Source: an optimization exercise on an open RTL-to-GDS flow (aim: small area). Production flows keep margins and buffers that such runs may drop. Function was checked by simulation only, so behaviour that the tests miss may differ from the original. Power and IR drop assume default switching activity.

`design/flow/standard.sh`:
```
#!/bin/bash
# synth_recipe.tcl (not shown) runs the flow's synth.tcl, then flattens the netlist and writes it again
# the make line also repeats each setting of config.mk as NAME=value (left out here)
make -C /OpenROAD-flow-scripts/flow DESIGN_CONFIG=/design/flow/config.mk WORK_HOME=/design/flow/orfs CLKGATE_MAP_FILE= SYNTH_SCRIPT=/design/flow/synth_recipe.tcl "${@:-finish}"
```
`design/flow/flow/abc_area.script`:
```
strash
&get -n
&fraig -x
&put
scorr
dc2
dretime
strash
dch -f
amap -m
mfs3 -ae
topo
```
`design/flow/config.mk`:
```
export PLATFORM = sky130hd
export DESIGN_NAME = iot_filter_param
export DESIGN_NICKNAME = iot_filter_param
export VERILOG_FILES = /design/flow/design.v
export SDC_FILE = /design/flow/constraint.sdc
export NUM_CORES = 4
export LEC_CHECK = 0
export ABC_AREA = 1
export CAP_MARGIN = 0
export CORE_MARGIN = 2
export CORE_UTILIZATION = 40
export GPL_ROUTABILITY_DRIVEN = 0
export GPL_TIMING_DRIVEN = 0
export PLACE_DENSITY = 0.6
export SLEW_MARGIN = 0
```
`design/flow/design.v`:
```
module iot_filter_param #(
    parameter int IN_W  = 8,
    parameter int BEATS = 16,
    parameter int WORDS = 8
) (
    input  logic                     clk,
    input  logic                     rst,
    input  logic                     in_en,
    input  logic [IN_W-1:0]          iot_in,
    input  logic [2:0]               fn_sel,
    input  logic [IN_W*BEATS-1:0]    lo_bound,
    input  logic [IN_W*BEATS-1:0]    hi_bound,
    output logic                     busy,
    output logic                     valid,
    output logic [IN_W*BEATS-1:0]    iot_out
);
    localparam int WORD_W = IN_W * BEATS;
    localparam int LOG2W  = $clog2(WORDS);
    localparam int BCW    = $clog2(BEATS);
    logic              busy_r;
    logic              valid_r;
    logic [BCW-1:0]    beat_cnt;
    logic [LOG2W-1:0]  word_cnt;
    logic [2:0]        fn;
    logic              peak_vld;
    logic              chg;
    logic              ag, al, bg, bl;
    logic [WORD_W-1:0] acc;
    logic [LOG2W-1:0]  ext;
    logic [LOG2W-1:0]  lowp;
    logic [WORD_W-1:0] lo;
    logic [WORD_W-1:0] hi;
    logic [BEATS-1:0]  cy;
    logic              accept, rs, beat0, beatl;
    logic [2:0]        fn_e;
    logic              fold_now, fold_e;
    logic              is_max, is_min, is_avg, is_ext, is_rnd, force_b;
    logic [IN_W-1:0]   lo_b, hi_b, at, bt;
    logic              ag0, al0, bg0, bl0, eqa, eqb;
    logic              ag_n, al_n, bg_n, bl_n;
    logic              take;
    logic [IN_W-1:0]   addb;
    logic [IN_W:0]     sum;
    logic [LOG2W:0]    sum_lo;
    logic [IN_W-1:0]   nbyte;
    assign accept   = in_en && !busy_r;
    assign beat0    = (beat_cnt == '0);
    assign beatl    = (beat_cnt == BCW'(BEATS - 1));
    assign rs       = beat0 && (word_cnt == '0);
    assign fold_now = peak_vld && (fn_sel == fn);
    assign fn_e     = rs ? fn_sel : fn;
    assign fold_e   = rs ? fold_now : peak_vld;
    assign is_max   = (fn_e == 3'd1) || (fn_e == 3'd6);
    assign is_min   = (fn_e == 3'd2) || (fn_e == 3'd7);
    assign is_avg   = (fn_e == 3'd3);
    assign is_ext   = (fn_e[2:1] == 2'b10);
    assign is_rnd   = is_max || is_min || is_avg;
    assign force_b  = is_rnd && !fold_e && (word_cnt == '0);
    logic [BEATS-1:0] bsel;
    always_comb begin
        bsel = '0;
        bsel[beat_cnt] = 1'b1;
        lo_b = rs ? lo_bound[WORD_W-1 -: IN_W] : '0;
        hi_b = rs ? hi_bound[WORD_W-1 -: IN_W] : '0;
        for (int k = 0; k < BEATS; k++) begin
            lo_b = lo_b | ({IN_W{bsel[k] && !rs}} & lo[WORD_W-1-IN_W*k -: IN_W]);
            hi_b = hi_b | ({IN_W{bsel[k] && !rs}} & hi[WORD_W-1-IN_W*k -: IN_W]);
        end
    end
    assign at   = is_ext ? lo_b : acc[WORD_W-1 -: IN_W];
    assign bt   = hi_b;
    assign ag0  = !beat0 && ag;
    assign al0  = !beat0 && al;
    assign bg0  = !beat0 && bg;
    assign bl0  = !beat0 && bl;
    assign eqa  = !ag0 && !al0;
    assign eqb  = !bg0 && !bl0;
    assign ag_n = ag0 || (eqa && (iot_in > at));
    assign al_n = al0 || (eqa && (iot_in < at));
    assign bg_n = bg0 || (eqb && (iot_in > bt));
    assign bl_n = bl0 || (eqb && (iot_in < bt));
    assign take  = !is_rnd || force_b || (is_max && ag_n) || (is_min && al_n);
    assign addb   = {(beat0 ? {LOG2W{1'b0}} : lowp), iot_in[IN_W-1:LOG2W]};
    assign sum    = (force_b ? {IN_W{1'b0}} : at) + addb + (!force_b && cy[BEATS-1]);
    assign sum_lo = (force_b ? {LOG2W{1'b0}} : ext) + iot_in[LOG2W-1:0];
    assign nbyte  = is_avg ? sum[IN_W-1:0] : (take ? iot_in : at);
    always_ff @(posedge clk) begin
        if (rst) begin
            busy_r   <= 1'b0;
            valid_r  <= 1'b0;
            beat_cnt <= '0;
            word_cnt <= '0;
            peak_vld <= 1'b0;
        end else begin
            busy_r  <= accept && beatl;
            valid_r <= 1'b0;
            if (accept) begin
                beat_cnt <= beat_cnt + 1'b1;
                if (rs && fn_sel != fn) peak_vld <= 1'b0;
            end
            if (busy_r) begin
                word_cnt <= word_cnt + 1'b1;
                if (fn == 3'd4)
                    valid_r <= ag && bl;
                else if (fn == 3'd5)
                    valid_r <= al || bg;
                else if (word_cnt == LOG2W'(WORDS - 1) && fn != 3'd0)
                    valid_r <= chg;
                if (word_cnt == LOG2W'(WORDS - 1) && fn[2:1] == 2'b11)
                    peak_vld <= 1'b1;
            end
        end
    end
    always_ff @(posedge clk) begin
        if (accept) begin
            ag   <= ag_n;
            al   <= al_n;
            bg   <= bg_n;
            bl   <= bl_n;
            chg  <= (rs ? !fold_now : chg) || (is_max && ag_n) || (is_min && al_n);
            acc  <= {acc[WORD_W-IN_W-1:0], nbyte};
            lowp <= iot_in[LOG2W-1:0];
            cy   <= {cy[BEATS-2:1], cy[0] || (is_avg && !beat0 && sum[IN_W]),
                     is_avg && beatl && sum_lo[LOG2W]};
            if (beatl)
                ext <= sum_lo[LOG2W-1:0];
            if (rs) begin
                fn     <= fn_sel;
                lo     <= lo_bound;
                hi     <= hi_bound;
            end
        end
    end
    logic [BEATS:0]    bc;
    logic [BEATS-1:0]  bg_g, bg_p;
    logic [WORD_W-1:0] tot;
    for (genvar k = 0; k < BEATS; k++) begin : g_gp
        logic [IN_W-1:0] a;
        assign a       = acc[k*IN_W +: IN_W];
        assign bg_g[k] = a[0] & cy[k] & (&a[IN_W-1:1]);
        assign bg_p[k] = (a[0] | cy[k]) & (&a[IN_W-1:1]);
    end
    assign bc[0] = 1'b0;
    for (genvar k = 0; k < BEATS; k++) begin : g_bc
        assign bc[k+1] = bg_g[k] | (bg_p[k] & bc[k]);
    end
    for (genvar k = 0; k < BEATS; k++) begin : g_res
        logic [IN_W-1:0] a;
        logic [IN_W:0]   p;
        logic            c1;
        assign a    = acc[k*IN_W +: IN_W];
        assign c1   = (a[0] & cy[k]) | (bc[k] & (a[0] | cy[k]));
        assign tot[k*IN_W] = a[0] ^ cy[k] ^ bc[k];
        assign p[1] = 1'b1;
        for (genvar m = 1; m < IN_W; m++) begin : g_bit
            assign p[m+1] = p[m] & a[m];
            assign tot[k*IN_W+m] = a[m] ^ (c1 & p[m]);
        end
    end
    assign busy    = busy_r;
    assign valid   = valid_r;
    assign iot_out = valid_r ? tot : '0;
endmodule
```
`design/flow/constraint.sdc`:
```
create_clock -name core_clock -period 11.0 [get_ports {clk}]
set_input_delay 2.2000 -clock core_clock [delete_from_list [all_inputs] [get_ports {clk}]]
set_output_delay 2.2000 -clock core_clock [all_outputs]
set_load 0.01 [all_outputs]
```
`design/flow/flow/run.sh`:
```
#!/bin/bash
# The standard ORFS layout (standard.sh, which keeps each step's log under
# orfs/logs/), with three changes:
#  - synthesis maps the logic with the area-oriented ABC script in flow/abc_area.script
#    (run from a copy of ORFS's scripts folder; nothing else in it differs);
#  - buffer_ports puts the smallest buffer cell on every input and output port;
#  - the clock tree uses clkbuf_4 buffers on clusters of up to 10 registers and no
#    dummy loads.
set -euo pipefail
rm -rf orfs_scripts
cp -rp "$FLOW_HOME/scripts" orfs_scripts
cp flow/abc_area.script orfs_scripts/abc_area.script
SCRIPTS_DIR="$PWD/orfs_scripts" bash standard.sh synth > standard_synth.log 2>&1
export BUFFER_PORTS_ARGS="-buffer_cell sky130_fd_sc_hd__buf_1"
export CTS_ARGS="-sink_clustering_enable -repair_clock_nets -buf_list sky130_fd_sc_hd__clkbuf_4 -sink_clustering_size 10 -sink_clustering_max_diameter 50 -dont_use_dummy_load"
bash standard.sh > standard.log 2>&1
```
==> results of run 1 <==
power breakdown:
group	switching [mW]	leakage, nW	internal [mW]
registers	0.0620	4.03	1.91
logic	0.248	2.91	0.146
clock network	0.499	0.239	0.216
total	0.810	7.18	2.27
registers in the layout (all words and copies together), names as in the netlist:
signal and flops:
acc 128, hi 128, lo 128, cy 16, beat_cnt 4, ext 3
fn 3, lowp 3, word_cnt 3, ag 1, al 1, bg 1
bl 1, busy_r 1, chg 1, peak_vld 1, valid_r 1
stage by stage:
step            util  area (um2)  hold slack, ns  setup WS (ns)  total power [mW]
6_report       0.479       21800           0.463          0.774              3.08
5_1_grt        0.479       21800           0.466         0.0104              3.23
4_1_cts        0.476       21600           0.449         0.0283              3.11
3_5_place_dp   0.467       21200           0.452          0.399              2.40
3_3_place_gp   0.456       20700           0.443          -2.71              2.39
2_1_floorplan      -       18500           0.433           1.42              2.24
critical path: cells and delay by family, from the launching register on:
kind / cells / cell delay [ns]
AOI/OAI and AO/OA: 14 / 1.87
buffers and inverters: 2 / 0.26
and+or+nand+nor: 23 / 4.23
adders and majority gates: 2 / 0.54
DFF: 1 / 0.37
worst max-delay path by stage:
stage / start / to / slack (ns) / cells past startpoint
after detailed placement: cy[0] / iot_out[127] / 0.40 / 41
final: acc[0] / iot_out[127] / 0.77 / 41
after global placement: beat_cnt[0] / lo[97] / -2.71 / 8
after CTS: acc[0] / iot_out[127] / 0.03 / 41
after floorplan: beat_cnt[0] / hi[0] / 1.42 / 8
after global routing: acc[0] / iot_out[127] / 0.01 / 41
cell usage after synthesis (all sizes together) (2+ instances only):
master / number
o32ai: 2
edfxtp: 414
or2: 4
a32oi: 2
a2111oi: 10
or3: 2
a221oi: 14
nor2: 138
nand2b: 4
nand3: 38
a31oi: 2
nor3: 74
o22ai: 9
o22a: 2
o21ai: 25
a31o: 5
nor2b: 38
and2: 30
o21a: 2
a221o: 6
clkinv: 102
a222oi: 36
o2111ai: 5
a21o: 3
a22oi: 34
a22o: 15
ha: 79
and3: 31
fa: 18
dfxtp: 10
nand4: 28
a21oi: 41
nand2: 45
a211oi: 48
cell type report:
| type | count | area (um2) | share of cell area |
|---|---|---|---|
| Sequential cell | 424 | 12600 | 0.580 |
| Multi-Input combinational cell | 798 | 5640 | 0.259 |
| Timing Repair Buffer | 435 | 1970 | 0.0902 |
| Tap cell | 600 | 751 | 0.0344 |
| Inverter | 102 | 393 | 0.0180 |
| Clock buffer | 52 | 390 | 0.0179 |
| Antenna cell | 9 | 22.5 | 0.00103 |
layer usage:
layer,global-route usage,part of all wire,up-vias
met5,0,0.0013,-
met4,0.0712,0.025,10
met3,0.0635,0.091,82
met2,0.363,0.48,578
met1,0.278,0.40,6369
li1,-,-,6170
kinds of logic after synthesis:
logic type                 share of synthesized area
buffers and inverters                         0.0207
adders and majority gates                     0.0729
and+or+nand+nor                                0.116
AOI/OAI and AO/OA                              0.108
DFF                                            0.683
repair_timing:
action                                  CTS  global route
buffers inserted                          0             9
pin swaps                                 0            11
resized for setup                         5            15
hold buffers                              0             0
gates cloned                              0             0
endpoints found under the setup margin    5            11
==> summary.md, run 1 <==
| Metric | Value |
|---|---|
| Clock slew at reported path FFs | about 0.1 ns |
| Max Clk Rate | between 90 and 100 MHz |
| Final net count | around 2200 |
| Die width | approximately 220 um |
| Clk buf depth | 3 |
| Htree depth | 2 |
| Clk Latency, worst-skew pair | roughly 0.8 ns |
| Number of library cell types mapped by synthesis | 42 |
| Ys flop type | edfxtp_1 |
| Pins over their slew limit | 0 |
| First-pass GRT wire length | between 70 and 80 mm |
| Skew final | ~0.10 ns |
| Yosys reg bits | 424 |
| Io pins | 400 |
| Number of remaining DRC errors | 0 |
| Worst Hold Class | reg2reg |
| Grt total ovfl | 0 |
| Vias | roughly 13000 |
| Row count | ~80 |
| Hold path startpoint | acc[10] |
| Setup TNS | 0 ns |
| Max_cap viols | 0 |
| Share of cells above drive strength 1 | 0.0690 |
| WP data arrival | 8.03 ns |
| CTS tree | built |
| Final ANT Viol Nets | 0 |
| Depth of the most critical reg-to-reg path | 27 |
| DP HPWL | between 30 and 40 mm |
| 1st-iter DRT viols | about 1200 |
| Lkg Pwr | a little over 7 nW |
| PortBufs | roughly 400 |
| Worst vdd ir | between 0.1 and 0.15 mV |
| Data required time at the worst endpoint | approximately 9 ns |
| Peak fanout along the critical path | 4 |
| Clk sinks | 424 |
| Max-slew headroom | 0.149 |
| Slowest cell on the critical path | fa_1 |
| Syn Area/Cell | around 14 um2 |
| Cell area after synthesis | approximately 0.018 mm2 |
| Vias per cell | 5.46 |
| Top cell type's share of synthesized area | 0.672 |
| CTS Root Cell | clkbuf_4 |
| Final worst-path cycle share | 0.930 |
| Least-Margin Pin Slew | around 1.3 ns |
| Worst r2r src | beat_cnt[0] |
| Critical Path End Type | primary output |
| Max stage delay on crit path | 0.38 ns |
| Register area share after synthesis | 0.683 |
| Total CTS buffers | 52 |
| Largest net degree at the start of global routing | between 100 and 150 |
| Commonest non-fill, non-tap cell in the layout | edfxtp_1 |
| Fin crit period | between 10 and 15 ns |
| Die area | between 0.04 and 0.05 mm2 |
| Final hold violations | 0 |
| Antenna violations before repair | 14 |
| Overall Global Routing Usage | 0.220 |
| Initial core utilization | 0.407 |
| Die Height | approximately 220 um |
| Status | finished clean |
| Drt total wl | around 53 mm |
| Power Density | between 100 and 150 mW/mm2 |
| Reg-to-reg endpoint | acc[3] |
| Vias in the first global route | between 10000 and 15000 |
| EDFF count, synth | 414 |
| Area growth syn-to-layout | 17.9% |
| Post-Syn Nets | 1691 |
| Yosys Warn Count | 1 |
| DR pass1 iterations | 5 |
| Mean routed wirelength per cell | approximately 22 um |
| Fillers | ~4200 |
| Commonest cells after routing, fill and taps aside | edfxtp_1 (414), buf_1 (398), nor2_1 (133) |
| Synth async-reset ratio | 0 |
| Final setup viols | 0 |
| Kind of critical path | reg2out |
| Cells after Synth | ~1300 |
| Critical path launch point type | register |
| Synth area leader | edfxtp_1 |
| Core region area | ~0.045 mm2 |
| Depth of the worst hold-timing path | 0 |
| FF-to-FF setup slack | 2.30 ns |
| RSZ-0062 raised after global routing | false |
| Final Non-Filler Cells | roughly 2400 |
| WHS Endpoint | acc[18] |
| Post-placement cell count | ~2400 |
| Synth area leaders | edfxtp_1 (67%), ha_1 (5.3%), nor2_1 (2.8%), clkinv_1 (2.1%), nor3_1 (2.0%) |
==> run 2, diff against run 1 <==
--- a/design/flow/config.mk
+++ b/design/flow/config.mk
@@ -10,6 +10,4 @@
 export CORE_MARGIN = 2
 export CORE_UTILIZATION = 40
-export GPL_ROUTABILITY_DRIVEN = 0
-export GPL_TIMING_DRIVEN = 0
 export PLACE_DENSITY = 0.6
 export SLEW_MARGIN = 0
==> summary.md, run 2 <==
| Metric | Value |
|---|---|
| DP HPWL | 39.0 mm (-1.9%) |
| Least-Margin Pin Slew | 1.09 ns (-0.177 ns) |
| Syn Area/Cell | 14.0 um2 (unchanged) |
| Vias | 13100 (-0.79%) |
| Row count | 78 (unchanged) |
| RSZ-0062 raised after global routing | false |
| Fin crit period | 10.06 ns (-0.164 ns) |
| Pins over their slew limit | 0 (unchanged) |
| Number of library cell types mapped by synthesis | 42 (unchanged) |
| Cell area after synthesis | 0.0185 mm2 (unchanged) |
| Max Clk Rate | 99.4 MHz (+1.6%) |
| Max_cap viols | 0 (unchanged) |
| Overall Global Routing Usage | 0.220 (+0.000327) |
| Worst vdd ir | 0.0846 mV (-31%) |
| Die area | 0.0480 mm2 (unchanged) |
| Peak fanout along the critical path | 4 (unchanged) |
| Mean routed wirelength per cell | 22.2 um (+1.1%) |
| Yosys reg bits | 424 (unchanged) |
| Slowest cell on the critical path | fa_1 |
| EDFF count, synth | 414 (unchanged) |
| Die width | 219 um (unchanged) |
| Final net count | 2170 (-0.46%) |
| Total CTS buffers | 52 (unchanged) |
| Initial core utilization | 0.407 (unchanged) |
| Number of remaining DRC errors | 0 (unchanged) |
| Critical Path End Type | primary output |
| PortBufs | 399 (unchanged) |
| GRT busiest layer | met2 |
| Critical path launch point type | register |
| Commonest cells after routing, fill and taps aside | edfxtp_1 (414), buf_1 (399), nor2_1 (133) |
| Htree depth | 2 (unchanged) |
| Antenna violations before repair | 16 (+2) |
| Design area | 0.0215 mm2 (-1.4%) |
| Drt total wl | 53.5 mm (+0.68%) |
| Yosys Warn Count | 1 (unchanged) |
| Vias per cell | 5.44 (-0.33%) |
| Post-placement cell count | 2349 (-0.043%) |
| Met1 Use GR | 0.276 (-0.00219) |
| Final worst-path cycle share | 0.915 (-0.0149) |
| CTS tree | built |
| Synth area leader | edfxtp_1 |
| Die Height | 219 um (unchanged) |
| Grt total ovfl | 0 (unchanged) |
| Io pins | 400 (unchanged) |
| Commonest non-fill, non-tap cell in the layout | edfxtp_1 |
| First-pass GRT wire length | 77.4 mm (-0.57%) |
| WP data arrival | 7.86 ns (-0.17 ns) |
| Final hold violations | 0 (unchanged) |
| Max stage delay on crit path | 0.38 ns (about the same) |
| Final Non-Filler Cells | 2409 (-0.45%) |
| Register area share after synthesis | 0.683 (unchanged) |
| Clk buf depth | 3 (unchanged) |
| Vias in the first global route | 12800 (-1.6%) |
| DR pass1 iterations | 6 (+1) |
| Met2 Use GR | 0.369 (+0.00559) |
| Clock slew at reported path FFs | 0.10 ns (about the same) |
| Clk Latency, worst-skew pair | 0.81 ns (about the same) |
| Lkg Pwr | 7.07 nW (-1.5%) |
| Max-slew headroom | 0.274 (+0.124) |
| Buf+Inv Stages, Crit Path | 2 (unchanged) |
| Setup TNS | 0 ns (unchanged) |
| 1st-iter DRT viols | 1184 (-1.5%) |
| Worst Hold Class | reg2reg |
| Worst setup margin | 0.938 ns (+0.164 ns) |
| Post-Syn Nets | 1691 (unchanged) |
| Synth area leaders | edfxtp_1 (67%), ha_1 (5.3%), nor2_1 (2.8%), clkinv_1 (2.1%), nor3_1 (2.0%) |
| Power Density | 143 mW/mm2 (+1.0%) |
| M3 GR Usage | 0.0660 (+0.00249) |
| Status | finished clean |
| Kind of critical path | reg2out |
| GP Congestion | ~0.83 |
| Data required time at the worst endpoint | 8.80 ns (about the same) |
| Ys flop type | edfxtp_1 |
| Synth async-reset ratio | 0 (unchanged) |
| Largest net degree at the start of global routing | 198 (+62%) |
| Skew final | 0.119 ns (+0.0149 ns) |
| Largest registers | acc x128, hi x128, lo x128 |
| Share of cells above drive strength 1 | 0.0589 (-0.0102) |
| Fillers | 4178 (+0.46%) |
| Clk sinks | 424 (unchanged) |
| Post-DP Area | 0.0210 mm2 (-0.92%) |
| Final setup viols | 0 (unchanged) |
| Top-count cell post-synth | edfxtp_1 |
| Cells after Synth | 1324 (unchanged) |
| CTS Root Cell | clkbuf_4 |
| Post-Place Worst Slack | 0.745 ns (+0.347 ns) |
| Top Family by Delay on Critical Path | simple AND/OR/NAND/NOR gates |
| Top cells by count, synth | edfxtp_1 (414), nor2_1 (138), clkinv_1 (102) |
| Area growth syn-to-layout | 16.2% |
| WHS | 0.446 ns (-0.0165 ns) |
| Final ANT Viol Nets | 0 (unchanged) |
| Top cell type's share of synthesized area | 0.672 (unchanged) |
| Core region area | 0.0455 mm2 (unchanged) |
[run 2: layout make-up]
type / count / area (um2) / share of cell area
clock buffer: 52 / 390 / 0.0182
multi-input combinational: 798 / 5600 / 0.261
sequential: 424 / 12600 / 0.588
timing repair buffer: 425 / 1710 / 0.0794
inverter: 102 / 389 / 0.0181
antenna: 8 / 20.0 / 0.000932
tap: 600 / 751 / 0.0349
[run 2: cell families after synthesis]
| group | after synthesis | synth area share |
|---|---|---|
| DFF | 424 | 0.683 |
| and+or+nand+nor | 436 | 0.116 |
| buffers and inverters | 102 | 0.0207 |
| adders and majority gates | 97 | 0.0729 |
| AOI/OAI and AO/OA | 265 | 0.108 |
[run 2: per-layer routing]
layer / vias up / routed length, um
li1: 6133 / -
met1: 6322 / 21400
met2: 552 / 26200
met3: 82 / 4690
met4: 16 / 1090
met5: - / 111
[run 2: final timing paths]
kind	to	from	slack, ns	depth (start not counted)
worst max-delay path	iot_out[126]	acc[0]	0.94	41
worst min-delay path	acc[14]	acc[6]	0.45	0
worst max register to register	acc[7]	beat_cnt[0]	3.09	30
worst min register to register	acc[14]	acc[6]	0.45	0
[run 2: per-stage QoR]
| step | total power, mW | utilization |
|---|---|---|
| after global placement | 2.39 | 0.462 |
| after detailed placement | 2.40 | 0.462 |
| after floorplan | 2.24 | - |
| final | 3.07 | 0.473 |
| after CTS | 3.10 | 0.471 |
| after global routing | 3.21 | 0.472 |
[run 2: timing repair]
action | 4_1_cts | 5_1_grt
cloned | 0 | 0
endpoints found under the setup margin | 2 | 12
setup buffers | 0 | 0
resized for setup | 2 | 8
hold buffers | 0 | 0
[run 2: where the power goes]
| group | total, mW | internal [mW] | leakage, nW | switching, mW |
|---|---|---|---|---|
| combinational | 0.387 | 0.138 | 2.80 | 0.249 |
| clock | 0.707 | 0.216 | 0.239 | 0.490 |
| sequential | 1.98 | 1.91 | 4.03 | 0.0633 |
| total | 3.07 | 2.27 | 7.07 | 0.803 |
==> run 3, diff against run 2 <==
--- a/design/flow/flow/run.sh
+++ b/design/flow/flow/run.sh
@@ -11,5 +11,5 @@
 cp -rp "$FLOW_HOME/scripts" orfs_scripts
 cp flow/abc_area.script orfs_scripts/abc_area.script
-SCRIPTS_DIR="$PWD/orfs_scripts" bash standard.sh synth > standard_synth.log 2>&1
+ADDER_MAP_FILE= SCRIPTS_DIR="$PWD/orfs_scripts" bash standard.sh synth > standard_synth.log 2>&1
 export BUFFER_PORTS_ARGS="-buffer_cell sky130_fd_sc_hd__buf_1"
 export CTS_ARGS="-sink_clustering_enable -repair_clock_nets -buf_list sky130_fd_sc_hd__clkbuf_4 -sink_clustering_size 10 -sink_clustering_max_diameter 50 -dont_use_dummy_load"
==> summary.md, run 3 <==
| Metric | Value |
|---|---|
| Syn Area/Cell | 13.6 um2 (-2.3%) |
| Vias in the first global route | 13900 (+8.9%) |
| Peak fanout along the critical path | 3 (-1) |
| Depth of the most critical reg-to-reg path | 24 (-20%) |
| Largest registers | acc x128, hi x128, lo x128 |
| Worst vdd ir | 0.0882 mV (+4.2%) |
| Clock slew at reported path FFs | 0.11 ns (about the same) |
| Sw Share | 0.254 (-0.00738) |
| First-pass GRT wire length | 81.1 mm (+4.8%) |
| Largest net degree at the start of global routing | 207 (+4.5%) |
| Grt total ovfl | 0 (unchanged) |
| EDFF count, synth | 414 (unchanged) |
| Clk network pwr share | 0.237 (+0.007) |
| Overall Global Routing Usage | 0.245 (+0.0248) |
| Flop pwr share | 0.643 (about the same) |
| Register area share after synthesis | 0.732 (+0.0489) |
| Post-Syn Nets | 1535 (-9.2%) |
| Commonest non-fill, non-tap cell in the layout | edfxtp_1 |
| Synth area leader | edfxtp_1 |
| Max-slew headroom | 0.239 (-0.0344) |
| Top cells by count, synth | edfxtp_1 (414), nor2_1 (163), nor3_1 (108) |
| Buf+Inv Stages, Crit Path | 2 (unchanged) |
| Top-count cell post-synth | edfxtp_1 |
| WHS | 0.480 ns (+0.0338 ns) |
| Clk buf depth | 3 (unchanged) |
| 1st-iter DRT viols | 1348 (+14%) |
| WHS Endpoint | cy[5] |
| Die Height | 212 um (-3.3%) |
| Top Family by Delay on Critical Path | simple AND/OR/NAND/NOR gates |
| Worst r2r src | beat_cnt[2] |
| Data required time at the worst endpoint | 8.80 ns (about the same) |
| Lkg Pwr | 8.36 nW (+18%) |
| CTS tree | built |
| Power Total | 3.07 mW (-0.11%) |
| Drt total wl | 55.6 mm (+3.9%) |
| Htree depth | 2 (unchanged) |
| Critical Path End Type | primary output |
| Layout check faults | negative setup slack |
| Cells after Synth | 1265 (-4.5%) |
| Max_cap viols | 0 (unchanged) |
| Clk Latency, worst-skew pair | 0.84 ns (+0.03 ns) |
| Least-Margin Pin Slew | 1.14 ns (+0.0516 ns) |
| Die width | 212 um (-3.3%) |
| Vias per cell | 5.52 (+1.5%) |
| RSZ-0062 raised after global routing | true |
| Core region area | 0.0428 mm2 (-5.9%) |
| Top cell type's share of synthesized area | 0.720 (+0.0481) |
| Number of remaining DRC errors | 0 (unchanged) |
| Share of cells above drive strength 1 | 0.274 (+0.215) |
| Antenna violations before repair | 7 (-9) |
| CTS Root Cell | clkbuf_4 |
| Initial core utilization | 0.403 (-0.00332) |
| Clk sinks | 424 (unchanged) |
| Area growth syn-to-layout | 33.4% |
| Yosys reg bits | 424 (unchanged) |
| FF-to-FF setup slack | 3.62 ns (+0.53 ns) |
| Setup TNS | -143.35 ns (-143.35 ns) |
| Depth of the worst hold-timing path | 0 (unchanged) |
| Most frequent CP cell | and3_4 |
| Vias | 14200 (+8.5%) |
| Mean routed wirelength per cell | 21.6 um (-2.8%) |
| Final setup viols | 55 (+55) |
| Worst Hold Class | reg2reg |
| Commonest cells after routing, fill and taps aside | edfxtp_1 (414), buf_1 (346), buf_4 (292) |
| Slowest cell on the critical path | edfxtp_1 |
| Die area | 0.0448 mm2 (-6.6%) |
| Status | failed layout checks |
| Combinational Power Share | 0.120 (-0.006) |
| Hold path startpoint | cy[4] |
| Io pins | 400 (unchanged) |
| Synth area leaders | edfxtp_1 (72%), a222oi_1 (3.9%), nor2_1 (3.5%), nor3_1 (3.1%), o21ai_0 (2.7%) |
| DR pass1 iterations | 6 (unchanged) |
| Final worst-path cycle share | 1.44 (+0.524) |
| Power Density | 133 mW/mm2 (-6.7%) |
| Final net count | 2296 (+5.8%) |
| Switching Power | 0.779 mW (-2.9%) |
| GP Congestion | 0.844 (+1.1%) |
| Yosys Warn Count | 1 (unchanged) |
| Cell area after synthesis | 0.0173 mm2 (-6.7%) |
| Ys flop type | edfxtp_1 |
| Max stage delay on crit path | 0.36 ns (-0.02 ns) |
| Final Non-Filler Cells | 2575 (+6.9%) |
| Skew final | 0.0980 ns (-0.0213 ns) |
| Number of library cell types mapped by synthesis | 39 (-7.1%) |
| DP HPWL | 37.4 mm (-4.0%) |
| Final Util | 0.538 (+0.0653) |
| Synth async-reset ratio | 0 (unchanged) |
| Fillers | 3620 (-13%) |
| Fin crit period | 15.83 ns (+5.77 ns) |
| Worst setup margin | -4.83 ns (-5.77 ns) |
| Post-placement cell count | 2355 (+0.26%) |
| Total CTS buffers | 54 (+3.8%) |
| Kind of critical path | reg2out |
| Reg-to-reg endpoint | acc[1] |
| Final ANT Viol Nets | 0 (unchanged) |
| PortBufs | 399 (unchanged) |
| Critical path launch point type | register |
| WP data arrival | 13.63 ns (+5.77 ns) |
| Final hold violations | 0 (unchanged) |
| Pins over their slew limit | 0 (unchanged) |
| Row count | 76 (-2.6%) |
| Max Clk Rate | 63.2 MHz (-36%) |
| Internal power | 2.29 mW (+0.89%) |
==> run 3: worst max-delay path by stage <==
stage,start,endpoint,slack (ns),cells past startpoint
2_1_floorplan,cy[0],iot_out[127],-4.36,81
3_3_place_gp,cy[0],iot_out[127],-4.13,82
3_5_place_dp,cy[0],iot_out[127],-4.44,82
4_1_cts,acc[0],iot_out[127],-4.74,82
5_1_grt,acc[0],iot_out[126],-5.48,83
6_report,acc[0],iot_out[126],-4.83,83
==> run 3: worst register-to-register path: cells and delay by family, from the launching register on <==
kind / cells / cell delay [ns]
AO/OA/AOI/OAI: 9 / 2.53
AND/OR/NAND/NOR: 10 / 2.79
flip-flops: 1 / 0.46
buffers and inverters: 5 / 1.32
==> run 3: power by group through the flow <==
| stage | Combinational (mW) | Clock (mW) | Sequential (mW) |
|---|---|---|---|
| floorplan | 0.173 | 0 | 2.01 |
| global placement | 0.315 | 0 | 2.00 |
| detailed placement | 0.322 | 0 | 2.01 |
| CTS | 0.361 | 0.749 | 1.97 |
| global route | 0.404 | 0.801 | 1.98 |
| finish | 0.369 | 0.727 | 1.97 |
==> run 3: kinds of logic after synthesis <==
logic type	Yosys count	share of synthesized area
buffers and inverters	36	0.00783
flip-flops	424	0.732
AND/OR/NAND/NOR	515	0.142
AO/OA/AOI/OAI	290	0.118
==> run 3: timing repair <==
item | 4_1_cts | 5_1_grt
pin swaps | 38 | 13
setup endpoints to repair | 55 | 62
gates resized for setup | 95 | 52
endpoints found under the hold margin | 0 | 0
hold buffers | 0 | 0
setup buffers | 150 | 32
==> run 3: per-stage QoR <==
step	cell area (um2)	worst slack, ns
2_1_floorplan	17600	-4.36
3_3_place_gp	21000	-4.13
3_5_place_dp	21000	-4.44
4_1_cts	22700	-4.74
5_1_grt	23000	-5.48
6_report	23000	-4.83
==> run 3: final cells by class <==
type / instances / area [um2] / share of cell area
antenna: 5 / 12.5 / 0.000544
clock buffer: 54 / 405 / 0.0176
inverter: 36 / 140 / 0.00609
multi-input combinational: 805 / 5220 / 0.227
sequential: 424 / 12600 / 0.549
tap: 546 / 683 / 0.0297
timing repair buffer: 705 / 3920 / 0.170
==> run 3: metal layers <==
metal	vias to the layer above	GRT usage	wire [um]	share of wire
met2	678	0.436	28400	0.51
met4	4	0.0886	1570	0.028
met3	112	0.0550	4840	0.087
met1	6842	0.290	20800	0.37
li1	6587	-	-	-
met5	-	0	23	0.00041
==> run 4, diff against run 3 <==
--- a/design/flow/design.v
+++ b/design/flow/design.v
@@ -132,5 +132,9 @@
         end
     end
-    logic [BEATS:0]    bc;
+    localparam int RA = 5;
+    localparam int RB = 10;
+    logic [BEATS:0]    bc;       
+    logic [BEATS:0]    bo;       
+    logic              bcr_a, bcr_b;
     logic [BEATS-1:0]  bg_g, bg_p;
     logic [WORD_W-1:0] tot;
@@ -142,6 +146,17 @@
     end
     assign bc[0] = 1'b0;
+    assign bo[0] = 1'b0;
     for (genvar k = 0; k < BEATS; k++) begin : g_bc
         assign bc[k+1] = bg_g[k] | (bg_p[k] & bc[k]);
+        if (k + 1 == RA)
+            assign bo[k+1] = bcr_a;
+        else if (k + 1 == RB)
+            assign bo[k+1] = bcr_b;
+        else
+            assign bo[k+1] = bg_g[k] | (bg_p[k] & bo[k]);
+    end
+    always_ff @(posedge clk) begin
+        bcr_a <= bc[RA];
+        bcr_b <= bc[RB];
     end
     for (genvar k = 0; k < BEATS; k++) begin : g_res
@@ -150,6 +165,6 @@
         logic            c1;
         assign a    = acc[k*IN_W +: IN_W];
-        assign c1   = (a[0] & cy[k]) | (bc[k] & (a[0] | cy[k]));
-        assign tot[k*IN_W] = a[0] ^ cy[k] ^ bc[k];
+        assign c1   = (a[0] & cy[k]) | (bo[k] & (a[0] | cy[k]));
+        assign tot[k*IN_W] = a[0] ^ cy[k] ^ bo[k];
         assign p[1] = 1'b1;
         for (genvar m = 1; m < IN_W; m++) begin : g_bit
==> summary.md, run 4 <==
| Metric | Value |
|---|---|
| Combinational Power Share | 0.096 (-0.024) |
| Least-Margin Pin Slew | 1.36 ns (+0.220 ns) |
| Synth area leaders | edfxtp_1 (71%), nor2_1 (4.0%), a222oi_1 (3.7%), nor3_1 (2.9%), and3_1 (1.9%) |
| Share of cells above drive strength 1 | 0.0545 (-0.220) |
| WP data arrival | 7.85 ns (-5.78 ns) |
| Compound-Gate Fraction of Synth Area | 0.121 (+0.00348) |
| WHS | 0.466 ns (-0.0142 ns) |
| CTS tree | built |
| Power Total | 2.99 mW (-2.5%) |
| Htree depth | 2 (unchanged) |
| Yosys Warn Count | 1 (unchanged) |
| Vias in the first global route | 12400 (-11%) |
| Clock slew at reported path FFs | 0.11 ns (about the same) |
| Post-CTS setup buffer count | 0 (-100%) |
| Die area | 0.0453 mm2 (+1.2%) |
| Setup TNS | 0 ns (+143.35 ns) |
| Sw Share | 0.251 (-0.00254) |
| Max-slew headroom | 0.0885 (-0.151) |
| Grt total ovfl | 0 (unchanged) |
| Switching Power | 0.752 mW (-3.4%) |
| Fillers | 3920 (+8.3%) |
| Register area share after synthesis | 0.726 (-0.00636) |
| Initial core utilization | 0.405 (+0.00212) |
| Largest net degree at the start of global routing | 175 (-15%) |
| Row count | 76 (unchanged) |
| Area growth syn-to-layout | 16.8% |
| Worst r2r src | cy[0] |
| Ys flop type | edfxtp_1 |
| Reg-to-reg endpoint | bcr_b |
| Most frequent CP cell | and3_1 |
| Vias per cell | 5.53 (+0.10%) |
| Worst Hold Class | reg2reg |
| Final Non-Filler Cells | 2359 (-8.4%) |
| Synth async-reset ratio | 0 (unchanged) |
| Final ANT Viol Nets | 0 (unchanged) |
| Skew final | 0.149 ns (+0.0510 ns) |
| Flop pwr share | 0.662 (+0.019) |
| Adder-cell area share of the yosys netlist | 0 (unchanged) |
| Top-count cell post-synth | edfxtp_1 |
| WHS Endpoint | acc[94] |
| Number of remaining DRC errors | 0 (unchanged) |
| Syn Area/Cell | 13.6 um2 (-0.61%) |
| RSZ-0062 raised after global routing | false |
| Post-Synth Simple-Gate Area | 0.143 (+0.000611) |
| Top cell type's share of synthesized area | 0.712 (-0.00852) |
| Critical path launch point type | register |
| Kind of critical path | reg2out |
| Drt total wl | 51.1 mm (-8.2%) |
| Overall Global Routing Usage | 0.223 (-0.0222) |
| Clk sinks | 426 (+0.47%) |
| Io pins | 400 (unchanged) |
| Slowest cell on the critical path | edfxtp_1 |
| Fin crit period | 10.05 ns (-5.78 ns) |
| Pins over their slew limit | 0 (unchanged) |
| Main combinational cell family by area after synthesis | simple AND/OR/NAND/NOR gates |
| Hold path startpoint | acc[86] |
| FF-to-FF setup slack | 4.49 ns (+0.87 ns) |
| Data required time at the worst endpoint | 8.80 ns (about the same) |
| Antenna violations before repair | 11 (+4) |
| Die width | 213 um (+0.59%) |
| Final net count | 2035 (-11%) |
| Depth of the worst hold-timing path | 0 (unchanged) |
| Internal power | 2.24 mW (-2.1%) |
| Post-placement cell count | 2294 (-2.6%) |
| Number of library cell types mapped by synthesis | 42 (+7.7%) |
| Max_cap viols | 0 (unchanged) |
| Core region area | 0.0431 mm2 (+0.67%) |
| PortBufs | 399 (unchanged) |
| DP HPWL | 36.4 mm (-2.7%) |
| Worst vdd ir | 0.0873 mV (-1.0%) |
| Yosys reg bits | 426 (+0.47%) |
| Clk network pwr share | 0.243 (+0.006) |
| Peak fanout along the critical path | 4 (+1) |
| Power Density | 147 mW/mm2 (+10%) |
| Clk buf depth | 3 (unchanged) |
| Post-synthesis mux area share | 0 (unchanged) |
| Final Util | 0.473 (-0.0644) |
| 1st-iter DRT viols | 1255 (-6.9%) |
| Vias | 13000 (-8.3%) |
| Top cells by count, synth | edfxtp_1 (414), nor2_1 (185), nor3_1 (101) |
| Cells after Synth | 1288 (+1.8%) |
| Total CTS buffers | 54 (unchanged) |
| Status | finished clean |
| Post-Synth XOR/XNOR Area | 0 (unchanged) |
| First-pass GRT wire length | 73.5 mm (-9.4%) |
| Hold-fix buffers at CTS | 0 (unchanged) |
| Critical Path End Type | primary output |
| Post-Syn Nets | 1558 (+1.5%) |
| CTS Root Cell | clkbuf_4 |
| Max stage delay on crit path | 0.37 ns (about the same) |
| Depth of the most critical reg-to-reg path | 32 (+33%) |
| Final worst-path cycle share | 0.914 (-0.525) |
| Max Clk Rate | 99.5 MHz (+57%) |
| Final hold violations | 0 (unchanged) |
| DR pass1 iterations | 7 (+1) |
| Mean routed wirelength per cell | 21.6 um (+0.16%) |
| Cell area after synthesis | 0.0175 mm2 (+1.2%) |
| Clk Latency, worst-skew pair | 0.85 ns (about the same) |
| EDFF count, synth | 414 (unchanged) |
| Final setup viols | 0 (-100%) |
| GP Congestion | 0.870 (+3.1%) |
| Largest registers | acc x128, hi x128, lo x128 |
| Commonest non-fill, non-tap cell in the layout | edfxtp_1 |
| Commonest cells after routing, fill and taps aside | edfxtp_1 (414), buf_1 (399), nor2_1 (179) |
| Synth area leader | edfxtp_1 |
| Lkg Pwr | 6.58 nW (-21%) |
| Die Height | 213 um (+0.59%) |
## run 4: final cells by class
| class | instances | area (um2) | share of cell area |
|---|---|---|---|
| well taps | 585 | 732 | 0.0359 |
| repair buffers | 421 | 1680 | 0.0822 |
| diodes | 11 | 27.5 | 0.00135 |
| inverters | 47 | 181 | 0.00890 |
| clock buffers | 54 | 405 | 0.0199 |
| flip-flops and latches | 426 | 12700 | 0.621 |
| multi-input cells | 815 | 4700 | 0.230 |
## run 4: worst max path at each step
stage,endpoint,startpoint
after floorplan,hi[0],in_en
final,iot_out[127],cy[10]
after global routing,iot_out[127],cy[10]
after CTS,iot_out[127],cy[10]
after global placement,iot_out[127],cy[10]
after detailed placement,iot_out[127],cy[10]
## run 4: worst max-delay path: cells and delay by family (launching register included)
family,cells,cell delay [ns]
simple gates,26,4.90
flops,1,0.37
buf+inv,2,0.27
compound gates,7,1.55
## run 4: through the flow
step | setup WS, ns | cell area, um2
after floorplan | 1.51 | 17500
after global placement | 1.88 | 20000
after detailed placement | 1.60 | 20000
after CTS | 0.721 | 20400
after global routing | 0.0374 | 20400
final | 0.946 | 20400
## run 4: cell families after synthesis
family	after synthesis
flops	426
simple gates	525
compound gates	290
buf+inv	47
## run 4: per-layer routing
metal  part of all wire  up-vias  track usage  routed length (um)
li1                   -     6111            -                   -
met1               0.40     6199        0.277               20300
met2               0.48      612        0.364               24300
met3              0.087      119       0.0563                4420
met4              0.040        2        0.105                2050
met5            0.00020        -            0                  10
## run 4: power by group through the flow
stage	clock network (mW)	logic [mW]	registers, mW
floorplan	0	0.173	2.01
global placement	0	0.281	2.01
detailed placement	0	0.286	2.02
CTS	0.758	0.287	1.98
global route	0.815	0.319	1.99
finish	0.726	0.287	1.98
## run 4: what timing repair did
item,CTS,global route
endpoints found under the hold margin,0,0
resized for setup,0,2
endpoints found under the setup margin,0,2
==> run 5, diff against run 4 <==
--- a/design/flow/flow/run.sh
+++ b/design/flow/flow/run.sh
@@ -2,6 +2,8 @@
 # The standard ORFS layout (standard.sh, which keeps each step's log under
 # orfs/logs/), with three changes:
-#  - synthesis maps the logic with the area-oriented ABC script in flow/abc_area.script
-#    (run from a copy of ORFS's scripts folder; nothing else in it differs);
+#  - synthesis maps all the logic with the area-oriented ABC script in
+#    flow/abc_area.script (run from a copy of ORFS's scripts folder; nothing else in it
+#    differs), without first mapping adders to the platform's full/half adder cells
+#    (ADDER_MAP_FILE empty); registers are mapped exactly as in the standard flow;
 #  - buffer_ports puts the smallest buffer cell on every input and output port;
 #  - the clock tree uses clkbuf_4 buffers on clusters of up to 10 registers and no
==> summary.md, run 5 <==
| Metric | Value |
|---|---|
| Peak fanout along the critical path | 4 (unchanged) |
| Die Height | 213 um (unchanged) |
| Critical path launch point type | register |
| Final ANT Viol Nets | 0 (unchanged) |
| Drt total wl | 51.1 mm (unchanged) |
| Top-count cell post-synth | edfxtp_1 |
| Skew final | 0.149 ns (unchanged) |
| Number of library cell types mapped by synthesis | 42 (unchanged) |
| Power Density | 147 mW/mm2 (unchanged) |
| Post-DP Area | 0.0200 mm2 (unchanged) |
| 1st-iter DRT viols | 1255 (unchanged) |
| Clk Latency, worst-skew pair | 0.85 ns (about the same) |
| Largest registers | acc x128, hi x128, lo x128 |
| Vias in the first global route | 12400 (unchanged) |
| Ys flop type | edfxtp_1 |
| Htree depth | 2 (unchanged) |
| FF-to-FF setup slack | 4.49 ns (about the same) |
| Kind of critical path | reg2out |
| WHS Endpoint | acc[94] |
| Area growth syn-to-layout | 16.8% (unchanged) |
| Core region area | 0.0431 mm2 (unchanged) |
| Status | finished clean |
| Design area | 0.0204 mm2 (unchanged) |
| Initial core utilization | 0.405 (unchanged) |
| Combinational Power Share | 0.096 (about the same) |
| Largest net degree at the start of global routing | 175 (unchanged) |
| Least-Margin Pin Slew | 1.36 ns (unchanged) |
| Row count | 76 (unchanged) |
| Vias | 13000 (unchanged) |
| Total CTS buffers | 54 (unchanged) |
| Syn Area/Cell | 13.6 um2 (unchanged) |
| Post-CTS sizing | 0 (unchanged) |
| DR pass1 iterations | 7 (unchanged) |
| Share of cells above drive strength 1 | 0.0545 (unchanged) |
| CTS Root Cell | clkbuf_4 |
| Fin crit period | 10.05 ns (unchanged) |
| Yosys Warn Count | 1 (unchanged) |
| Clk buf depth | 3 (unchanged) |
| Final setup viols | 0 (unchanged) |
| Max Clk Rate | 99.5 MHz (unchanged) |
| Worst setup margin | 0.946 ns (unchanged) |
| WP data arrival | 7.85 ns (about the same) |
| Sw Share | 0.251 (unchanged) |
| Clk sinks | 426 (unchanged) |
| Clk network pwr share | 0.243 (about the same) |
| Io pins | 400 (unchanged) |
| Internal power | 2.24 mW (unchanged) |
| Depth of the most critical reg-to-reg path | 32 (unchanged) |
| Post-CTS setup buffer count | 0 (unchanged) |
| Die area | 0.0453 mm2 (unchanged) |
| Worst Hold Class | reg2reg |
| Final hold violations | 0 (unchanged) |
| Top cells by count, synth | edfxtp_1 (414), nor2_1 (185), nor3_1 (101) |
| Final worst-path cycle share | 0.914 (unchanged) |
| Overall Global Routing Usage | 0.223 (unchanged) |
| Commonest cells after routing, fill and taps aside | edfxtp_1 (414), buf_1 (399), nor2_1 (179) |
| Top cell type's share of synthesized area | 0.712 (unchanged) |
| Register area share after synthesis | 0.726 (unchanged) |
| Setup TNS | 0 ns (unchanged) |
| Hold-fix buffers at CTS | 0 (unchanged) |
| Top Family by Delay on Critical Path | simple AND/OR/NAND/NOR gates |
| Commonest non-fill, non-tap cell in the layout | edfxtp_1 |
| Depth of the worst hold-timing path | 0 (unchanged) |
| Worst r2r src | cy[0] |
| Grt total ovfl | 0 (unchanged) |
| Number of remaining DRC errors | 0 (unchanged) |
| GP Congestion | 0.870 (unchanged) |
| Flop pwr share | 0.662 (about the same) |
| Synth area leader | edfxtp_1 |
| First-pass GRT wire length | 73.5 mm (unchanged) |
| Reg-to-reg endpoint | bcr_b |
| CTS tree | built |
| Most frequent CP cell | and3_1 |
| Max stage delay on crit path | 0.37 ns (about the same) |
| Data required time at the worst endpoint | 8.80 ns (about the same) |
| Critical Path End Type | primary output |
| EDFF count, synth | 414 (unchanged) |
| Cells after Synth | 1288 (unchanged) |
| Synth async-reset ratio | 0 (unchanged) |
| Buf+Inv Stages, Crit Path | 2 (unchanged) |
| Clock slew at reported path FFs | 0.11 ns (about the same) |
| Switching Power | 0.752 mW (unchanged) |
| Post-placement cell count | 2294 (unchanged) |
| Lkg Pwr | 6.58 nW (unchanged) |
| Antenna violations before repair | 11 (unchanged) |
| Worst vdd ir | 0.0873 mV (unchanged) |
| Final Non-Filler Cells | 2359 (unchanged) |
| Slowest cell on the critical path | edfxtp_1 |
| Die width | 213 um (unchanged) |
| Final net count | 2035 (unchanged) |
| Synth area leaders | edfxtp_1 (71%), nor2_1 (4.0%), a222oi_1 (3.7%), nor3_1 (2.9%), and3_1 (1.9%) |
| Final Util | 0.473 (unchanged) |
| Max-slew headroom | 0.0885 (unchanged) |
| Pins over their slew limit | 0 (unchanged) |
| Yosys reg bits | 426 (unchanged) |
| Mean routed wirelength per cell | 21.6 um (unchanged) |
| Cell area after synthesis | 0.0175 mm2 (unchanged) |
| Post-Place Worst Slack | 1.60 ns (unchanged) |
| DP HPWL | 36.4 mm (unchanged) |
| RSZ-0062 raised after global routing | false |
| Max_cap viols | 0 (unchanged) |
| Vias per cell | 5.53 (unchanged) |
| Hold path startpoint | acc[86] |
| Post-Syn Nets | 1558 (unchanged) |
| PortBufs | 399 (unchanged) |
==> run 5: cell type report <==
class / count / area, um2
inverter: 47 / 181
timing repair buffer: 421 / 1680
tap: 585 / 732
sequential: 426 / 12700
clock buffer: 54 / 405
fill: 3920 / 22700
antenna: 11 / 27.5
multi-input combinational: 815 / 4700
==> run 5: worst max-delay path by stage <==
stage | end | slack, ns | startpoint | depth (start not counted)
after global placement | iot_out[127] | 1.88 | cy[10] | 35
after floorplan | hi[0] | 1.51 | in_en | 2
final | iot_out[127] | 0.95 | cy[10] | 35
after CTS | iot_out[127] | 0.72 | cy[10] | 35
after global routing | iot_out[127] | 0.04 | cy[10] | 35
after detailed placement | iot_out[127] | 1.60 | cy[10] | 35
==> run 5: worst register-to-register path, delay by kind of cell, from the launching register on <==
kind	cells	cell delay, ns
AND/OR/NAND/NOR	25	4.49
AO/OA/AOI/OAI	7	1.48
flip-flops	1	0.41
==> run 5: cell families (layout without fill, tap and decap cells) <==
kind of cell / Yosys count / count (layout) / synth area share
buf+inv: 47 / 522 / 0.0101
other cells: 0 / 11 / 0
simple gates: 525 / 525 / 0.143
flops: 426 / 426 / 0.726
compound gates: 290 / 290 / 0.121
==> run 5: routing by layer <==
metal / GRT usage / routed length, um / vias up
li1: - / - / 6111
met1: 0.277 / 20300 / 6199
met3: 0.0563 / 4420 / 119
met4: 0.105 / 2050 / 2
met5: 0 / 10 / -
met2: 0.364 / 24300 / 612
==> run 5: stage by stage <==
step | hold slack [ns] | power, mW
after global routing | 0.457 | 3.13
after detailed placement | 0.455 | 2.30
after global placement | 0.442 | 2.29
after floorplan | 0.435 | 2.18
after CTS | 0.435 | 3.02
final | 0.466 | 2.99
==> run 5: power by group through the flow <==
stage          sequential (mW)  clock, mW  combinational (mW)
5_1_grt                   1.99      0.815               0.319
2_1_floorplan             2.01          0               0.173
3_5_place_dp              2.02          0               0.286
3_3_place_gp              2.01          0               0.281
4_1_cts                   1.98      0.758               0.287
6_report                  1.98      0.726               0.287
==> run 6, diff against run 5 <==
--- a/design/flow/design.v
+++ b/design/flow/design.v
@@ -31,5 +31,5 @@
     logic [WORD_W-1:0] lo;
     logic [WORD_W-1:0] hi;
-    logic [BEATS-1:0]  cy;
+    logic [BEATS-1:0]  cy;      
     logic              accept, rs, beat0, beatl;
     logic [2:0]        fn_e;
@@ -82,5 +82,5 @@
     assign take  = !is_rnd || force_b || (is_max && ag_n) || (is_min && al_n);
     assign addb   = {(beat0 ? {LOG2W{1'b0}} : lowp), iot_in[IN_W-1:LOG2W]};
-    assign sum    = (force_b ? {IN_W{1'b0}} : at) + addb + (!force_b && cy[BEATS-1]);
+    assign sum    = (force_b ? {IN_W{1'b0}} : at) + addb + (!force_b && hi_b[0]);
     assign sum_lo = (force_b ? {LOG2W{1'b0}} : ext) + iot_in[LOG2W-1:0];
     assign nbyte  = is_avg ? sum[IN_W-1:0] : (take ? iot_in : at);
@@ -121,6 +121,9 @@
             acc  <= {acc[WORD_W-IN_W-1:0], nbyte};
             lowp <= iot_in[LOG2W-1:0];
-            cy   <= {cy[BEATS-2:1], cy[0] || (is_avg && !beat0 && sum[IN_W]),
-                     is_avg && beatl && sum_lo[LOG2W]};
+            if (!rs && is_avg) begin
+                for (int q = 0; q < BEATS - 1; q++)
+                    if (beat_cnt == BCW'(q + 1)) hi[IN_W*(BEATS-1-q)] <= sum[IN_W];
+                if (beatl) hi[0] <= sum_lo[LOG2W];
+            end
             if (beatl)
                 ext <= sum_lo[LOG2W-1:0];
@@ -138,4 +141,7 @@
     logic              bcr_a, bcr_b;
     logic [BEATS-1:0]  bg_g, bg_p;
+    for (genvar k = 0; k < BEATS; k++) begin : g_cy
+        assign cy[k] = hi[IN_W*k] && (fn == 3'd3);
+    end
     logic [WORD_W-1:0] tot;
     for (genvar k = 0; k < BEATS; k++) begin : g_gp
--- a/design/flow/flow/run.sh
+++ b/design/flow/flow/run.sh
@@ -2,8 +2,6 @@
 # The standard ORFS layout (standard.sh, which keeps each step's log under
 # orfs/logs/), with three changes:
-#  - synthesis maps all the logic with the area-oriented ABC script in
-#    flow/abc_area.script (run from a copy of ORFS's scripts folder; nothing else in it
-#    differs), without first mapping adders to the platform's full/half adder cells
-#    (ADDER_MAP_FILE empty); registers are mapped exactly as in the standard flow;
+#  - synthesis maps the logic with the area-oriented ABC script in flow/abc_area.script
+#    (run from a copy of ORFS's scripts folder; nothing else in it differs);
 #  - buffer_ports puts the smallest buffer cell on every input and output port;
 #  - the clock tree uses clkbuf_4 buffers on clusters of up to 10 registers and no
==> summary.md, run 6 <==
| Metric | Value |
|---|---|
| Final Non-Filler Cells | 2415 (+2.4%) |
| Design area | 0.0203 mm2 (-0.41%) |
| PortBufs | 399 (unchanged) |
| Overall Global Routing Usage | 0.233 (+0.0101) |
| Final worst-path cycle share | 0.925 (+0.0115) |
| Core region area | 0.0429 mm2 (-0.44%) |
| Die Height | 212 um (-0.36%) |
| Clk Latency, worst-skew pair | 0.84 ns (about the same) |
| Crit path from | fn[2] |
| Skew final | 0.148 ns (-0.00143 ns) |
| Vias | 13300 (+2.0%) |
| Register area share after synthesis | 0.703 (-0.0224) |
| Row count | 76 (unchanged) |
| Depth of the most critical reg-to-reg path | 36 (+13%) |
| Vias per cell | 5.51 (-0.32%) |
| Cells after Synth | 1334 (+3.6%) |
| Power Density | 143 mW/mm2 (-2.2%) |
| Final hold violations | 0 (unchanged) |
| Largest net degree at the start of global routing | 195 (+11%) |
| Die area | 0.0450 mm2 (-0.71%) |
| Top-count cell post-synth | edfxtp_1 |
| Worst r2r src | fn[2] |
| Synth area leader | edfxtp_1 |
| Yosys reg bits | 410 (-3.8%) |
| Share of cells above drive strength 1 | 0.0573 (+0.00282) |
| Slowest cell on the critical path | edfxtp_1 |
| Clk sinks | 410 (-3.8%) |
| Reg-to-reg endpoint | bcr_b |
| WHS | 0.449 ns (-0.0170 ns) |
| Fin crit period | 10.18 ns (+0.126 ns) |
| Max-slew headroom | 0.261 (+0.172) |
| Synth async-reset ratio | 0 (unchanged) |
| Total CTS buffers | 52 (-3.7%) |
| Final ANT Viol Nets | 0 (unchanged) |
| Worst setup margin | 0.820 ns (-0.126 ns) |
| First-pass GRT wire length | 77.0 mm (+4.7%) |
| Clk buf depth | 3 (unchanged) |
| Die width | 212 um (-0.36%) |
| Most frequent CP cell | and3_1 |
| Top cell type's share of synthesized area | 0.689 (-0.0225) |
| Peak fanout along the critical path | 16 (+12) |
| Drt total wl | 52.8 mm (+3.5%) |
| Power Total | 2.91 mW (-2.6%) |
| Max Clk Rate | 98.2 MHz (-1.2%) |
| Worst path depth | 38 (+8.6%) |
| WP data arrival | 7.98 ns (+0.13 ns) |
| 1st-iter DRT viols | 1351 (+7.6%) |
| Htree depth | 2 (unchanged) |
| Max_cap viols | 0 (unchanged) |
| Number of library cell types mapped by synthesis | 43 (+2.4%) |
| Initial core utilization | 0.404 (-0.00115) |
| Io pins | 400 (unchanged) |
| Worst Hold Class | reg2reg |
| EDFF count, synth | 398 (-3.9%) |
| Top Family by Delay on Critical Path | simple AND/OR/NAND/NOR gates |
| Largest registers | acc x128, hi x128, lo x128 |
| Critical path launch point type | register |
| Commonest cells after routing, fill and taps aside | buf_1 (399), edfxtp_1 (398), nor2_1 (181) |
| Syn Area/Cell | 13.0 um2 (-4.1%) |
| Critical Path End Type | primary output |
| Post-placement cell count | 2347 (+2.3%) |
| CTS Root Cell | clkbuf_4 |
| CTS tree | built |
| DR pass1 iterations | 6 (-1) |
| CP endpoint | iot_out[127] |
| Commonest non-fill, non-tap cell in the layout | buf_1 |
| FF-to-FF setup slack | 3.85 ns (-0.64 ns) |
| Final net count | 2088 (+2.6%) |
| Final setup viols | 0 (unchanged) |
| Number of remaining DRC errors | 0 (unchanged) |
| Clock slew at reported path FFs | 0.10 ns (about the same) |
| Antenna violations before repair | 11 (unchanged) |
| Lkg Pwr | 6.64 nW (+0.89%) |
| Cell area after synthesis | 0.0173 mm2 (-0.72%) |
| Data required time at the worst endpoint | 8.80 ns (about the same) |
| Kind of critical path | reg2out |
| Synth area leaders | edfxtp_1 (69%), nor2_1 (4.1%), nor3_1 (2.9%), a222oi_1 (2.8%), o21ai_0 (2.1%) |
| Yosys Warn Count | 1 (unchanged) |
| Post-Syn Nets | 1604 (+3.0%) |
| Buf+Inv Stages, Crit Path | 3 (+1) |
| Status | finished clean |
| GP Congestion | 0.860 (-1.2%) |
| Grt total ovfl | 0 (unchanged) |
| Area growth syn-to-layout | 17.1% |
| Mean routed wirelength per cell | 21.9 um (+1.1%) |
| DP HPWL | 38.2 mm (+4.9%) |
| Vias in the first global route | 12900 (+4.5%) |
| Fillers | 3938 (+0.46%) |
| Max stage delay on crit path | 0.46 ns (+0.09 ns) |
| Post-DP Area | 0.0199 mm2 (-0.48%) |
| Pins over their slew limit | 0 (unchanged) |
| Worst vdd ir | 0.0897 mV (+2.7%) |
| Post-Place Worst Slack | 1.22 ns (-0.375 ns) |
| Ys flop type | edfxtp_1 |
| Least-Margin Pin Slew | 1.11 ns (-0.252 ns) |
| Top cells by count, synth | edfxtp_1 (398), nor2_1 (190), nor3_1 (99) |
run 6: cell types whose count changed after synthesis, moves of 7 or more:
cell and change:
clkinv_1 +9, o21ai_0 +12, a222oi_1 -16, a21o_1 +16, edfxtp_1 -16, a221oi_1 +8
nor2b_1 +20, nor4_1 -7
run 6: logic make-up after synthesis:
logic type / Yosys count / synth area share
simple gates: 540 / 0.148
buf+inv: 56 / 0.0121
flops: 410 / 0.703
compound gates: 328 / 0.137
run 6: final cells by class:
cell class,instances,area [um2],area share
Clock buffer,52,390,0.0192
Tap cell,585,732,0.0360
Sequential cell,410,12200,0.600
Inverter,56,215,0.0106
Antenna cell,14,35.0,0.00173
Timing Repair Buffer,430,1740,0.0858
Multi-Input combinational cell,868,5000,0.246
run 6: worst min path at each step:
stage,from,to,depth (start not counted)
floorplan,acc[70],acc[78],0
global placement,acc[70],acc[78],0
detailed placement,acc[80],acc[88],0
CTS,acc[28],acc[36],0
global route,acc[28],acc[36],0
finish,acc[28],acc[36],0
run 6: worst reg2reg max path, delay by kind of cell, from the launching register on:
family | cells | cell delay, ns
DFF | 1 | 0.46
buffers and inverters | 2 | 0.31
and+or+nand+nor | 27 | 5.05
AOI/OAI and AO/OA | 7 | 1.29
run 6: what timing repair did:
| item | in CTS | in global routing |
|---|---|---|
| endpoints found under the hold margin | 0 | 0 |
| hold buffers | 0 | 0 |
| setup buffers | 0 | 2 |
| resized for setup | 0 | 6 |
| setup endpoints to repair | 0 | 6 |
run 6: report_power, final:
group	leakage, nW	switching, mW	internal, mW	total (mW)
Combinational	2.48	0.200	0.104	0.305
Clock	0.239	0.484	0.216	0.700
Sequential	3.91	0.0558	1.85	1.91
Total	6.64	0.740	2.17	2.91
run 6: through the flow:
step	util	TNS (ns)
2_1_floorplan	-	0
3_3_place_gp	0.463	0
3_5_place_dp	0.463	0
4_1_cts	0.472	0
5_1_grt	0.473	-0.00425
6_report	0.474	0
run 6: metal layers:
metal | global-route usage | wire [um]
met1 | 0.292 | 20900
met2 | 0.389 | 25600
met3 | 0.0502 | 4340
met4 | 0.101 | 1980
met5 | 0 | 10
==> run 7, diff against run 6 <==
==> design/flow/flow/abc_area.script (replaced) <==
strash
&get -n
&fraig -x
&put
scorr
dc2
dretime
strash
dch -f
amap -m
strash
dch -f
amap -m
topo
stime -p
==> summary.md, run 7 <==
| Metric | Value |
|---|---|
| Share of cells above drive strength 1 | 0.0573 (+0.0000770) |
| Worst r2r src | beat_cnt[2] |
| WP data arrival | 7.90 ns (-0.08 ns) |
| Top cells by count, synth | edfxtp_1 (398), nor2_1 (210), nor3_1 (96) |
| First-pass GRT wire length | 75.9 mm (-1.5%) |
| Mean routed wirelength per cell | 21.8 um (-0.30%) |
| 1st-iter DRT viols | 1313 (-2.8%) |
| Synth area leader | edfxtp_1 |
| Largest net degree at the start of global routing | 91 (-53%) |
| Setup TNS | 0 ns (unchanged) |
| Io pins | 400 (unchanged) |
| Commonest cells after routing, fill and taps aside | buf_1 (399), edfxtp_1 (398), nor2_1 (193) |
| Overall Global Routing Usage | 0.230 (-0.00237) |
| Antenna violations before repair | 18 (+7) |
| Post-CTS setup buffer count | 0 (unchanged) |
| PortBufs | 399 (unchanged) |
| Max_cap viols | 0 (unchanged) |
| Data required time at the worst endpoint | 8.80 ns (about the same) |
| EDFF count, synth | 398 (unchanged) |
| Worst vdd ir | 0.0927 mV (+3.3%) |
| WHS | 0.409 ns (-0.0401 ns) |
| Depth of the most critical reg-to-reg path | 27 (-25%) |
| Final worst-path cycle share | 0.919 (-0.00695) |
| Syn Area/Cell | 12.9 um2 (-0.92%) |
| Die Height | 212 um (+0.13%) |
| Clk sinks | 410 (unchanged) |
| Reg-to-reg endpoint | hi[104] |
| Grt total ovfl | 0 (unchanged) |
| WHS Endpoint | acc[126] |
| CTS Root Cell | clkbuf_4 |
| Vias in the first global route | 12800 (-1.2%) |
| Clock slew at reported path FFs | 0.12 ns (+0.02 ns) |
| Htree depth | 2 (unchanged) |
| Post-Syn Nets | 1620 (+1.0%) |
| Commonest non-fill, non-tap cell in the layout | buf_1 |
| Status | finished clean |
| Hold-fix buffers at CTS | 0 (unchanged) |
| Drt total wl | 53.1 mm (+0.45%) |
| Hold path startpoint | acc[118] |
| Skew final | 0.108 ns (-0.0401 ns) |
| Ys flop type | edfxtp_1 |
| Slowest cell on the critical path | edfxtp_1 |
| Synth area leaders | edfxtp_1 (69%), nor2_1 (4.5%), nor3_1 (2.8%), a222oi_1 (2.6%), o21ai_0 (2.2%) |
| Most frequent CP cell | and3_1 |
| Kind of critical path | reg2out |
| Core region area | 0.0430 mm2 (+0.22%) |
| Die area | 0.0451 mm2 (+0.26%) |
| Row count | 76 (unchanged) |
| Top cell type's share of synthesized area | 0.688 (-0.00184) |
| Least-Margin Pin Slew | 1.14 ns (+0.0286 ns) |
| Initial core utilization | 0.404 (about the same) |
| Vias per cell | 5.53 (+0.42%) |
| Depth of the worst hold-timing path | 0 (unchanged) |
| Post-Place Worst Slack | 1.32 ns (+0.0958 ns) |
| Yosys reg bits | 410 (unchanged) |
| FF-to-FF setup slack | 3.40 ns (-0.45 ns) |
| Area growth syn-to-layout | 17.0% |
| Clk Latency, worst-skew pair | 0.84 ns (about the same) |
| Register area share after synthesis | 0.701 (-0.00187) |
| Fillers | 4063 (+3.2%) |
| Die width | 212 um (+0.13%) |
| Cells after Synth | 1350 (+1.2%) |
| Critical path launch point type | register |
| Post-DP Area | 0.0199 mm2 (about the same) |
| Power Density | 143 mW/mm2 (-0.20%) |
| Number of remaining DRC errors | 0 (unchanged) |
| Fin crit period | 10.10 ns (-0.0764 ns) |
| Top-count cell post-synth | edfxtp_1 |
| Vias | 13500 (+1.2%) |
| Final net count | 2103 (+0.72%) |
| Total CTS buffers | 54 (+3.8%) |
| Cell area after synthesis | 0.0174 mm2 (+0.27%) |
| Final hold violations | 0 (unchanged) |
| Max Clk Rate | 99.0 MHz (+0.76%) |
| Largest registers | acc x128, hi x128, lo x128 |
| Clk buf depth | 3 (unchanged) |
| Peak fanout along the critical path | 16 (unchanged) |
| Synth async-reset ratio | 0 (unchanged) |
| CTS tree | built |
| RSZ-0062 raised after global routing | false |
| GP Congestion | 0.848 (-1.3%) |
| Yosys Warn Count | 1 (unchanged) |
| Worst Hold Class | reg2reg |
| Worst setup margin | 0.896 ns (+0.0764 ns) |
| Lkg Pwr | 6.66 nW (+0.37%) |
| Final setup viols | 0 (unchanged) |
| Final ANT Viol Nets | 0 (unchanged) |
| Number of library cell types mapped by synthesis | 43 (unchanged) |
| Max stage delay on crit path | 0.46 ns (about the same) |
| Max-slew headroom | 0.242 (-0.0191) |
| Critical Path End Type | primary output |
| Design area | 0.0203 mm2 (+0.17%) |
| Final Util | 0.473 (about the same) |
| DR pass1 iterations | 5 (-1) |
| DP HPWL | 38.4 mm (+0.42%) |
| Pins over their slew limit | 0 (unchanged) |
[run 7: cell types whose count changed after synthesis, moves of 4 or more]
cell,delta
nand3_1,+6
and3_1,+9
nor2_1,+20
nor2b_1,-5
or2_0,+4
o21ai_0,+6
and2_0,-5
o32ai_1,+6
a221oi_1,-4
a21oi_1,-9
nand4_1,-7
[run 7: area by class of cell]
cell class	count	area, um2	area share
Clock buffer	54	405	0.0199
Inverter	58	223	0.0109
Sequential cell	410	12200	0.599
Timing Repair Buffer	427	1710	0.0840
Antenna cell	17	42.5	0.00209
Multi-Input combinational cell	882	5040	0.248
Tap cell	585	732	0.0360
[run 7: cells by family after synthesis]
logic type      after synthesis  synth area share
buf+inv                      58            0.0125
compound gates              324             0.135
simple gates                558             0.151
flops                       410             0.701
[run 7: what timing repair did]
| action | in CTS | in global routing |
|---|---|---|
| setup endpoints to repair | 0 | 6 |
| endpoints found under the hold margin | 0 | 0 |
| resized for setup | 0 | 8 |
[run 7: through the flow]
stage,total power [mW],cells
after floorplan,2.11,1350
after global placement,2.23,2362
after detailed placement,2.23,2362
after CTS,2.94,2416
after global routing,3.04,2429
final,2.91,2433
[run 7: worst max-delay path by stage]
stage | start | endpoint | slack [ns] | depth (start not counted)
after floorplan | beat_cnt[1] | hi[16] | 1.18 | 8
after global placement | fn[2] | iot_out[127] | 1.68 | 38
after detailed placement | fn[2] | iot_out[127] | 1.32 | 38
after CTS | fn[2] | iot_out[127] | 0.38 | 38
after global routing | fn[2] | iot_out[127] | 0.05 | 38
final | fn[2] | iot_out[127] | 0.90 | 38
[run 7: power by group]
group / switching, mW / internal (mW) / leakage (nW)
sequential: 0.0561 / 1.85 / 3.91
combinational: 0.194 / 0.0984 / 2.50
clock: 0.489 / 0.223 / 0.249
[run 7: worst max-delay path, delay by kind of cell, from the launching register on]
kind                   cells  cell delay [ns]
AO/OA/AOI/OAI              6             1.02
buffers and inverters      3             0.51
flip-flops                 1             0.46
AND/OR/NAND/NOR           29             5.10
[run 7: metal layers]
layer | track usage | vias to the layer above | wire (um)
met1 | 0.289 | 6423 | 21000
met4 | 0.109 | 12 | 2090
met2 | 0.376 | 580 | 25300
met3 | 0.0557 | 124 | 4550
met5 | 0 | - | 82
li1 | - | 6327 | -

-- what the ideal ports hide --
In the flow no input, the clock included, has a driving cell. The finished layouts below were timed again as built, in two steps. Step 1 sets driving cells, clkbuf_16 on the clock port and buf_2 on the other inputs (assumed; they add their load-dependent delay and slew). Step 2 moves the port delays by t, midway between the first and last clock arrival at a register: inputs arrive t later, outputs are due t later. That takes back most of the time a late clock gives input paths. Slacks: ideal / step 1 / step 2; pairs: ideal / step 1.
run | t, ns | slack for setup (ns) | clock arrival spread, ns | worst slew at a driven data input, ns | pins driven straight from the clock port
run 1 | 0.812 | 0.774 / 0.720 / 1.532 | 0.120 / 0.120 | 0.15 | 1
run 2 | 0.800 | 0.938 / 0.886 / 1.687 | 0.123 / 0.123 | 0.12 | 1
run 3 | 0.838 | -4.829 / -4.883 / -4.046 | 0.107 / 0.107 | 0.11 | 1
run 4 | 0.829 | 0.946 / 0.894 / 1.722 | 0.153 / 0.153 | 0.09 | 1
run 5 | 0.829 | 0.946 / 0.894 / 1.722 | 0.153 / 0.153 | 0.09 | 1
run 6 | 0.811 | 0.820 / 0.771 / 1.582 | 0.147 / 0.148 | 0.10 | 1
run 7 | 0.828 | 0.896 / 0.845 / 1.672 | 0.132 / 0.131 | 0.12 | 1
